This is an optimization exercise on Yosys and OpenROAD, whose aim is small area, a short achievable clock period and few clock cycles per item, not a production implementation. Only simulation tests tie the RTL to the original design; equivalence was not proved.

`flow/config.mk`:
```
export PLATFORM = sky130hd
export DESIGN_NAME = alu_unit
export DESIGN_NICKNAME = alu_unit
export VERILOG_FILES = /design/flow/design.v
export SDC_FILE = /design/flow/constraint.sdc
export NUM_CORES = 4
export LEC_CHECK = 0
export CAP_MARGIN = 20
export CORE_MARGIN = 2
export CORE_UTILIZATION = 40
export SLEW_MARGIN = 20
```
`flow/constraint.sdc`:
```
create_clock -name core_clock -period 5.5 [get_ports {clk}]
set_input_delay 1.1000 -clock core_clock [delete_from_list [all_inputs] [get_ports {clk}]]
set_output_delay 1.1000 -clock core_clock [all_outputs]
set_load 0.01 [all_outputs]
```
`flow/design.v`:
```
package alu_pkg;
  localparam int reg_w      = 64;
  localparam int imm_w      = 32;
  localparam int flags_w    = 16;
  localparam int fifo_depth = 4;
  localparam int adr_w      = 3;
  localparam int req_w      = 3 * reg_w;
  localparam int rsp_w      = reg_w + flags_w;
  localparam int flag_cf = 0;
  localparam int flag_pf = 2;
  localparam int flag_zf = 6;
  localparam int flag_sf = 7;
  localparam int flag_of = 11;
  localparam logic [adr_w-1:0] adr_s      = 3'd0;
  localparam logic [adr_w-1:0] adr_t      = 3'd1;
  localparam logic [adr_w-1:0] adr_cmd    = 3'd2;
  localparam logic [adr_w-1:0] adr_result = 3'd3;
  localparam logic [adr_w-1:0] adr_flags  = 3'd4;
  typedef logic [reg_w-1:0]   word_t;
  typedef logic [flags_w-1:0] flags_t;
  typedef enum logic [3:0] {
    op_add  = 4'd0,
    op_sub  = 4'd1,
    op_adc  = 4'd2,
    op_sbb  = 4'd3,
    op_and  = 4'd4,
    op_or   = 4'd5,
    op_xor  = 4'd6,
    op_sll  = 4'd7,
    op_mov  = 4'd8,
    op_cmp  = 4'd9,
    op_test = 4'd10
  } opcode_t;
  typedef enum logic [1:0] {w8, w16, w32, w64} width_t;
  typedef struct packed {
    logic [reg_w-imm_w-8:0] pad;
    logic [imm_w-1:0]       imm;
    logic                   use_imm;
    width_t                 width;
    opcode_t                opcode;
  } cmd_t;
  typedef struct packed {
    cmd_t  cmd;
    word_t s;
    word_t t;
  } alu_req_t;
  typedef struct packed {
    word_t  d;
    flags_t flags;
  } alu_rsp_t;
  typedef struct packed {
    logic             cyc;
    logic             stb;
    logic             we;
    logic [adr_w-1:0] adr;
    word_t            wdata;
  } wb_req_t;
  typedef struct packed {
    logic  ack;
    word_t rdata;
  } wb_rsp_t;
  function automatic word_t mask_to_width(word_t x, width_t w);
    case (w)
      2'd0:     mask_to_width = {56'b0, x[7:0]};
      2'd1:     mask_to_width = {48'b0, x[15:0]};
      2'd2:     mask_to_width = {32'b0, x[31:0]};
      default: mask_to_width = x;
    endcase
  endfunction
  function automatic logic msb_of(word_t x, width_t w);
    case (w)
      2'd0:     msb_of = x[7];
      2'd1:     msb_of = x[15];
      2'd2:     msb_of = x[31];
      default: msb_of = x[63];
    endcase
  endfunction
  function automatic logic even_parity(word_t x);
    even_parity = ~^x[7:0];
  endfunction
  function automatic flags_t make_flags(word_t r, width_t w, logic cf, logic of);
    flags_t f;
    f          = '0;
    f[flag_cf] = cf;
    f[flag_pf] = even_parity(r);
    f[flag_zf] = (r == '0);
    f[flag_sf] = msb_of(r, w);
    f[flag_of] = of;
    make_flags = f;
  endfunction
endpackage
`timescale 1ns/10ps
module sync_fifo #(
  parameter int  width     = 8,
  parameter int  depth     = alu_pkg::fifo_depth
) (
  input  logic     clk,
  input  logic     rst,
  input  logic     push,
  input  logic [width-1:0] wdata,
  input  logic     pop,
  output logic [width-1:0] rdata,
  output logic     full,
  output logic     empty
);
  localparam int ptr_w = (depth > 1) ? $clog2(depth) : 1;
  logic [width-1:0] mem [depth];
  logic [ptr_w-1:0] wr_ptr;
  logic [ptr_w-1:0] rd_ptr;
  logic [ptr_w:0]   count;
  assign full  = (count == (ptr_w+1)'(depth));
  assign empty = (count == '0);
  assign rdata = mem[rd_ptr];
  function automatic logic [ptr_w-1:0] next_ptr(logic [ptr_w-1:0] p);
    next_ptr = (p == ptr_w'(depth - 1)) ? '0 : p + 1'b1;
  endfunction
  always_ff @(posedge clk) begin
    if (push) begin
      mem[wr_ptr] <= wdata;
    end
  end
  always_ff @(posedge clk) begin
    if (rst) begin
      wr_ptr <= '0;
      rd_ptr <= '0;
      count  <= '0;
    end else begin
      if (push) begin
        wr_ptr <= next_ptr(wr_ptr);
      end
      if (pop) begin
        rd_ptr <= next_ptr(rd_ptr);
      end
      case ({push, pop})
        2'b10:   count <= count + 1'b1;
        2'b01:   count <= count - 1'b1;
        default: count <= count;
      endcase
    end
  end
endmodule
`timescale 1ns/10ps
module alu_arith (
  input  alu_pkg::opcode_t op,
  input  alu_pkg::width_t  width,
  input  alu_pkg::word_t   s,
  input  alu_pkg::word_t   t,
  input  logic             cf_in,
  output alu_pkg::word_t   d,
  output alu_pkg::flags_t  flags
);
  logic                    subtract;
  logic                    use_cf;
  logic                    cin;
  logic                    carry_out;
  logic                    carry_msb;
  alu_pkg::word_t          t_eff;
  alu_pkg::word_t          d_m;
  logic [alu_pkg::reg_w:0] sum;
  logic [alu_pkg::reg_w:0] carries;
  assign subtract = (op == alu_pkg::op_sub) || (op == alu_pkg::op_sbb) ||
                    (op == alu_pkg::op_cmp);
  assign use_cf   = (op == alu_pkg::op_adc) || (op == alu_pkg::op_sbb);
  assign t_eff = subtract ? ~t : t;
  assign cin   = subtract ? !(use_cf && cf_in) : (use_cf && cf_in);
  assign sum     = {1'b0, s} + {1'b0, t_eff} + (alu_pkg::reg_w + 1)'(cin);
  assign carries = sum ^ {1'b0, s} ^ {1'b0, t_eff};
  always_comb begin
    case (width)
      alu_pkg::w8:  {carry_out, carry_msb} = {carries[8], carries[7]};
      alu_pkg::w16: {carry_out, carry_msb} = {carries[16], carries[15]};
      alu_pkg::w32: {carry_out, carry_msb} = {carries[32], carries[31]};
      default:      {carry_out, carry_msb} = {carries[64], carries[63]};
    endcase
  end
  assign d_m = alu_pkg::mask_to_width(sum[alu_pkg::reg_w-1:0], width);
  assign d   = (op == alu_pkg::op_cmp) ? '0 : d_m;
  assign flags = alu_pkg::make_flags(d_m, width, carry_out ^ subtract,
                                     carry_out ^ carry_msb);
endmodule
`timescale 1ns/10ps
module alu_logic (
  input  alu_pkg::opcode_t op,
  input  alu_pkg::width_t  width,
  input  alu_pkg::word_t   s,
  input  alu_pkg::word_t   t,
  input  alu_pkg::flags_t  flags_in,
  output alu_pkg::word_t   d,
  output alu_pkg::flags_t  flags
);
  alu_pkg::word_t raw;
  alu_pkg::word_t r;
  logic           is_mov;
  always_comb begin
    is_mov = 1'b0;
    case (op)
      alu_pkg::op_and,
      alu_pkg::op_test: raw = s & t;
      alu_pkg::op_or:   raw = s | t;
      alu_pkg::op_xor:  raw = s ^ t;
      alu_pkg::op_sll:  raw = s << t[5:0];
      default: begin
        raw    = t;
        is_mov = 1'b1;
      end
    endcase
  end
  assign r = alu_pkg::mask_to_width(raw, width);
  assign d = (op == alu_pkg::op_test) ? '0 : r;
  assign flags = is_mov ? flags_in : alu_pkg::make_flags(r, width, 1'b0, 1'b0);
endmodule
`timescale 1ns/10ps
module alu_exec (
  input  logic              clk,
  input  logic              rst,
  input  alu_pkg::alu_req_t req_data,
  input  logic              req_empty,
  output logic              req_pop,
  output alu_pkg::alu_rsp_t rsp_data,
  input  logic              rsp_full,
  output logic              rsp_push
);
  alu_pkg::alu_req_t s1_req;
  alu_pkg::alu_req_t s1_next;
  logic              s1_valid;
  logic              s2_valid;
  logic              s1_advance;
  logic              use_arith;
  alu_pkg::word_t    arith_d;
  alu_pkg::word_t    logic_d;
  alu_pkg::flags_t   flags_q;
  alu_pkg::flags_t   flags_next;
  alu_pkg::flags_t   arith_flags;
  alu_pkg::flags_t   logic_flags;
  assign rsp_push   = s2_valid && !rsp_full;
  assign s1_advance = s1_valid && (!s2_valid || !rsp_full);
  assign req_pop    = !req_empty && (!s1_valid || s1_advance);
  always_comb begin
    s1_next = req_data;
    if (req_data.cmd.use_imm) begin
      s1_next.t = {{(alu_pkg::reg_w - alu_pkg::imm_w){req_data.cmd.imm[alu_pkg::imm_w-1]}},
                   req_data.cmd.imm};
    end
  end
  always_comb begin
    case (s1_req.cmd.opcode)
      alu_pkg::op_add, alu_pkg::op_sub, alu_pkg::op_adc,
      alu_pkg::op_sbb, alu_pkg::op_cmp: use_arith = 1'b1;
      default:                          use_arith = 1'b0;
    endcase
  end
  assign flags_next = use_arith ? arith_flags : logic_flags;
  alu_arith arith0 (
    .op    (s1_req.cmd.opcode),
    .width (s1_req.cmd.width),
    .s     (s1_req.s),
    .t     (s1_req.t),
    .cf_in (flags_q[alu_pkg::flag_cf]),
    .d     (arith_d),
    .flags (arith_flags)
  );
  alu_logic logic0 (
    .op       (s1_req.cmd.opcode),
    .width    (s1_req.cmd.width),
    .s        (s1_req.s),
    .t        (s1_req.t),
    .flags_in (flags_q),
    .d        (logic_d),
    .flags    (logic_flags)
  );
  always_ff @(posedge clk) begin
    if (rst) begin
      s1_valid <= 1'b0;
      s2_valid <= 1'b0;
      flags_q  <= '0;
    end else begin
      if (req_pop) begin
        s1_valid <= 1'b1;
      end else if (s1_advance) begin
        s1_valid <= 1'b0;
      end
      if (s1_advance) begin
        s2_valid <= 1'b1;
        flags_q  <= flags_next;
      end else if (rsp_push) begin
        s2_valid <= 1'b0;
      end
    end
  end
  always_ff @(posedge clk) begin
    if (req_pop) begin
      s1_req <= s1_next;
    end
    if (s1_advance) begin
      rsp_data.d     <= use_arith ? arith_d : logic_d;
      rsp_data.flags <= flags_next;
    end
  end
endmodule
`timescale 1ns/10ps
module wb_port (
  input  logic               clk,
  input  logic               rst,
  input  alu_pkg::wb_req_t   bus,
  output alu_pkg::wb_rsp_t   bus_rsp,
  output logic               req_push,
  output alu_pkg::alu_req_t  req_data,
  input  logic               req_full,
  output logic               rsp_pop,
  input  alu_pkg::alu_rsp_t  rsp_data,
  input  logic               rsp_empty
);
  alu_pkg::word_t  s_q;
  alu_pkg::word_t  t_q;
  alu_pkg::word_t  rdata_q;
  alu_pkg::word_t  rdata_next;
  alu_pkg::flags_t last_flags;
  logic            ack_q;
  logic            cmd_wr;
  logic            result_rd;
  logic            ready;
  logic            accept;
  assign cmd_wr    = bus.we && (bus.adr == alu_pkg::adr_cmd);
  assign result_rd = !bus.we && (bus.adr == alu_pkg::adr_result);
  assign ready  = cmd_wr ? !req_full : (result_rd ? !rsp_empty : 1'b1);
  assign accept = bus.cyc && bus.stb && !ack_q && ready;
  always_comb begin
    rdata_next = '0;
    if (!bus.we) begin
      case (bus.adr)
        alu_pkg::adr_s:      rdata_next = s_q;
        alu_pkg::adr_t:      rdata_next = t_q;
        alu_pkg::adr_result: rdata_next = rsp_data.d;
        alu_pkg::adr_flags:  rdata_next = {48'b0, last_flags};
        default:             rdata_next = '0;
      endcase
    end
  end
  always_ff @(posedge clk) begin
    if (rst) begin
      ack_q      <= 1'b0;
      req_push   <= 1'b0;
      rsp_pop    <= 1'b0;
      last_flags <= '0;
    end else begin
      ack_q    <= accept;
      req_push <= accept && cmd_wr;
      rsp_pop  <= accept && result_rd;
      if (accept && result_rd) begin
        last_flags <= rsp_data.flags;
      end
    end
  end
  always_ff @(posedge clk) begin
    if (accept && bus.we && bus.adr == alu_pkg::adr_s) begin
      s_q <= bus.wdata;
    end
    if (accept && bus.we && bus.adr == alu_pkg::adr_t) begin
      t_q <= bus.wdata;
    end
    if (accept && cmd_wr) begin
      req_data <= {bus.wdata, s_q, t_q};
    end
    if (accept) begin
      rdata_q <= rdata_next;
    end
  end
  assign bus_rsp.ack   = ack_q;
  assign bus_rsp.rdata = rdata_q;
endmodule
`timescale 1ns/10ps
module alu_unit (
  input  logic                      clk,
  input  logic                      rst,
  input  logic                      bus_cyc,
  input  logic                      bus_stb,
  input  logic                      bus_we,
  input  logic [alu_pkg::adr_w-1:0] bus_adr,
  input  logic [alu_pkg::reg_w-1:0] bus_wdata,
  output logic                      bus_ack,
  output logic [alu_pkg::reg_w-1:0] bus_rdata
);
  alu_pkg::wb_req_t  bus;
  alu_pkg::wb_rsp_t  bus_rsp;
  logic              req_push;
  logic              req_pop;
  logic              req_full;
  logic              req_empty;
  logic              rsp_push;
  logic              rsp_pop;
  logic              rsp_full;
  logic              rsp_empty;
  alu_pkg::alu_req_t req_wdata;
  alu_pkg::alu_req_t req_rdata;
  alu_pkg::alu_rsp_t rsp_wdata;
  alu_pkg::alu_rsp_t rsp_rdata;
  assign bus       = {bus_cyc, bus_stb, bus_we, bus_adr, bus_wdata};
  assign bus_ack   = bus_rsp.ack;
  assign bus_rdata = bus_rsp.rdata;
  wb_port port0 (
    .clk       (clk),
    .rst       (rst),
    .bus       (bus),
    .bus_rsp   (bus_rsp),
    .req_push  (req_push),
    .req_data  (req_wdata),
    .req_full  (req_full),
    .rsp_pop   (rsp_pop),
    .rsp_data  (rsp_rdata),
    .rsp_empty (rsp_empty)
  );
  sync_fifo #(
    .width     (alu_pkg::req_w),
    .depth     (alu_pkg::fifo_depth)
  ) req_fifo0 (
    .clk   (clk),
    .rst   (rst),
    .push  (req_push),
    .wdata (req_wdata),
    .pop   (req_pop),
    .rdata (req_rdata),
    .full  (req_full),
    .empty (req_empty)
  );
  alu_exec exec0 (
    .clk       (clk),
    .rst       (rst),
    .req_data  (req_rdata),
    .req_empty (req_empty),
    .req_pop   (req_pop),
    .rsp_data  (rsp_wdata),
    .rsp_full  (rsp_full),
    .rsp_push  (rsp_push)
  );
  sync_fifo #(
    .width     (alu_pkg::rsp_w),
    .depth     (alu_pkg::fifo_depth)
  ) rsp_fifo0 (
    .clk   (clk),
    .rst   (rst),
    .push  (rsp_push),
    .wdata (rsp_wdata),
    .pop   (rsp_pop),
    .rdata (rsp_rdata),
    .full  (rsp_full),
    .empty (rsp_empty)
  );
endmodule
```
`flow/run.sh`:
```
#!/bin/bash
# synth_recipe.tcl (not shown) runs the flow's synth.tcl, then flattens the netlist and writes it again
# the make line also repeats each setting of config.mk as NAME=value (left out here)
make -C /OpenROAD-flow-scripts/flow DESIGN_CONFIG=/design/flow/config.mk WORK_HOME=/design/flow/orfs CLKGATE_MAP_FILE= SYNTH_SCRIPT=/design/flow/synth_recipe.tcl finish
```
==> run summary <==
## worst reg2reg max path, cell delays in order, from the launching register on
cell       delay [ns]
edfxtp_1         0.46
nor2b_2          0.19
a32oi_1          0.19
nor2_1           0.10
fa_1             0.46
inv_1            0.10
fa_1             0.21
nand2b_1         0.14
a21o_1           0.18
buf_4            0.16
nand2_1          0.09
xnor2_1          0.49
ha_1             0.25
nand4_1          0.15
nor2_1           0.20
o31ai_1          0.11
a211oi_1         0.25
o2111ai_1        0.14
nor4_1           0.30
nand4_1          0.16
nor4bb_1         0.29
nand4_1          0.18
a311oi_1         0.28
## worst paths after layout
path / start / endpoint
setup reg to reg: exec0.s1_req[129]$_DFFE_PP_ / exec0.flags_q[6]$_SDFFE_PP0P_
hold reg to reg: port0.t_q[45]$_DFFE_PP_ / port0.req_data[45]$_DFFE_PP_
setup / recovery: exec0.s1_req[129]$_DFFE_PP_ / exec0.flags_q[6]$_SDFFE_PP0P_
hold / removal: port0.t_q[45]$_DFFE_PP_ / port0.req_data[45]$_DFFE_PP_
## registers in the layout (all words and copies together) (netlist names), 16 cells and up, named ones only
register          flops
exec0.flags_q        16
exec0.rsp_data       80
exec0.s1_req        134
port0.last_flags     16
port0.rdata_q        64
port0.req_data      167
port0.s_q            64
port0.t_q            64
req_fifo0.mem       668
rsp_fifo0.mem       320
## metrics by stage
| step | std cells | hold WS [ns] | cell area [um2] | setup WS (ns) |
|---|---|---|---|---|
| floorplan | 4879 | 0.421 | 74700 | 0.00252 |
| global placement | 7491 | 0.428 | 80600 | 0.288 |
| detailed placement | 7491 | 0.432 | 80600 | 0.512 |
| CTS | 7784 | 0.394 | 85900 | 0.438 |
| global route | 7786 | 0.407 | 85900 | 0.0842 |
| finish | 7789 | 0.413 | 86000 | 0.318 |
## final cells by class
class / count / area share [%]
sequential: 1616 / 55.8
multi-input combinational: 2756 / 28.8
clock buffer: 200 / 4.97
timing repair buffer: 440 / 4.61
tap: 2480 / 3.61
clock inverter: 93 / 1.25
inverter: 200 / 0.876
antenna: 4 / 0.0116
## cell families (layout without fill, tap and decap cells)
group / count (synthesis) / count (layout) / synth area share [%]
other: 0 / 4 / 0
muxes: 599 / 599 / 14.1
AOI/OAI and AO/OA: 891 / 891 / 7.82
DFF: 1616 / 1616 / 64.3
xor gates and xnor gates: 136 / 136 / 1.67
and+or+nand+nor: 914 / 914 / 5.74
adders and majority gates: 216 / 216 / 3.66
buffers and inverters: 507 / 933 / 2.70
## layer usage
| layer | vias to the layer above | wire (um) | GRT usage [%] |
|---|---|---|---|
| met3 | 500 | 20500 | 5.53 |
| met4 | 2 | 11800 | 10.9 |
| met5 | - | 13 | 0 |
| li1 | 19818 | - | - |
| met1 | 24306 | 104000 | 35.7 |
| met2 | 2302 | 113000 | 39.6 |
## cells in the final DEF, fill, tap and decap left out, types with 51 or more instances in the layout
cell type        instances
dfxtp_1                 51
clkbuf_16              163
mux2_2                  80
clkdlybuf4s50_1        134
ha_1                   212
nor2_1                 275
a21oi_1                239
edfxtp_1              1561
mux2i_1                164
o21ai_0                196
mux4_2                 349
nand2_1                296
o211ai_1                52
xnor2_1                107
inv_1                  193
buf_4                  279
==> flow_summary_export.csv <==
group,metric,value,unit
detailed_routing,drt-pass1-iter-count,7,
worst_setup_path,cp_common_cell,"nand4_1",
logic_synthesis,ys_types,89,
cells_and_area,final_util,46.4,%
logic_synthesis,synth_area_leaders,"edfxtp_1 (63%), mux4_2 (11%), ha_1 (3.6%), mux2i_1 (2.2%), a21oi_1 (1.6%)",
cells_and_area,fillers,16240,
detailed_routing,vias,46928,
die,coreArea,0.185,mm2
placed_design,dpl.hpwl,176000,um
die,rows,158,
worst_setup_path,start_kind,"register",
logic_synthesis,synth_warnings,6,
sta,hold_violations,0,
sta,fin_tns_setup,0,ns
cts,ctsHoldBuffers,0,
sta,drv_slew,0,
die,die_h,436,um
worst_setup_path,rrSetupSlack,0.32,ns
logic_synthesis,synth_edf_count,1561,
die,die_area,0.190,mm2
run_status,status,"timing/DRC/antenna clean",
die,die_w,436,um
cts,numClockSinks,1616,
logic_synthesis,async_flop_share,0,%
cells_and_area,seq_area,0.0480,mm2
cells_and_area,syn2layout_area_growth,15.2,%
worst_setup_path,critical_path_arrival,5.94,ns
detailed_routing,drc,0,
cts,path_clk_slew,0.08,ns
cts,htreeDepth,4,
sta,min_period,5.18,ns
cts,ctsResizeCount,0,
cts,cts_buffers,162,
worst_setup_path,max_stage_delay,0.49,ns
logic_synthesis,synth_common_cells,"edfxtp_1 (1561), mux4_2 (350), nand2_1 (296), nor2_1 (279), a21oi_1 (240)",
sta,finalCritPeriodShare,94.2,%
logic_synthesis,synth-seq-cells,1616,
worst_setup_path,cp.depth,22,
hold_path,whs_path_depth,0,
cells_and_area,drive_above_1_share,19.4,%
logic_synthesis,synth_nets,5167,
worst_setup_path,crit_slowest_cell,"xnor2_1",
placed_design,gp_congestion,1.04,
sta,rsz0062_at_grt,"false",
global_routing,grt_max_degree,109,
die,io_pins,137,
flow_run,cap_violations,0,
cts,clock_path_buffers,3,
sta,fmax,193,MHz
sta,setup_viol,0,
detailed_routing,routedWlPerCell,32.0,um
logic_synthesis,synth_most_common_cell,"edfxtp_1",
hold_path,min_path_type,"register to register",
worst_setup_path,endpoint_kind,"register",
detailed_routing,drtAntennaViolNets,0,
logic_synthesis,synthCells,4879,
worst_setup_path,worstSetupPathType,"register to register",
sta,skew,0.0816,ns
logic_synthesis,seq_area_frac_synth,64.3,%
cells_and_area,multiInputGateArea,0.0248,mm2
worst_setup_path,path_delay_family,"simple AND/OR/NAND/NOR gates",
logic_synthesis,synthFlopType,"edfxtp_1",
logic_synthesis,netlist_area,0.0746,mm2
global_routing,grt_pass1_vias,46214,
global_routing,overflow,0,
worst_setup_path,crit_chain,"nor2b_2, a32oi_1, nor2_1, fa_1, inv_1, fa_1, nand2b_1, a21o_1, buf_4, nand2_1, xnor2_1, ha_1, nand4_1, nor2_1, o31ai_1, a211oi_1, o2111ai_1, nor4_1, nand4_1, nor4bb_1, nand4_1, a311oi_1",
worst_setup_path,worst-path-max-fanout,5,
sta,slew_headroom,13.3,%
cts,root_buffer,"clkbuf_16",
placed_design,io_buffers,136,
cts,clk_latency,0.87,ns
cells_and_area,final_nets,5464,
cts,post-cts-setup-buffers,0,
global_routing,antenna_found_initial,17,
die,start_util,40.2,%
logic_synthesis,yosys.area.top_type,"edfxtp_1",
global_routing,grt_usage,25.8,%
detailed_routing,vias_per_cell,6.02,
global_routing,grt_pass1_wl,351000,um
worst_setup_path,r2r_cells,22,
logic_synthesis,netlist.area_leader.share,62.8,%
cts,cts_tree,"built",
detailed_routing,drtIter0Drc,5691,
logic_synthesis,avgSynthCellArea,15.3,um2
sta,tightest_slew,1.30,ns
worst_setup_path,crit_required,6.25,ns
worst_setup_path,critPathBufInv,2,
detailed_routing,wl,249000,um
Testbench counts, summed over its fixed seeds: cycles 23,077, ops 3,200.

-- static timing again, ports no longer ideal --
In the flow no input, the clock included, has a driving cell. The finished layout below was timed again as built, in two steps. Step 1 assumes that a clkbuf_16 drives the clock port and a buf_2 every other input. Step 2, shift: input delay + t, output delay - t, t = (earliest + latest rising clock arrival at the registers) / 2. This alone moves slack from input paths to output paths. Three values: ideal ports, drivers, drivers and shift; two values: the first two.
shift t [ns]: 0.912
setup WS [ns]: 0.318 / 0.318 / 0.318
worst setup path at the end: register to register
latest minus earliest clock arrival (ns): 0.082 / 0.082
After both steps this run still meets setup and hold. The setup slack of this run moves by 0.000 ns with the drivers and by 0.000 ns with both steps.
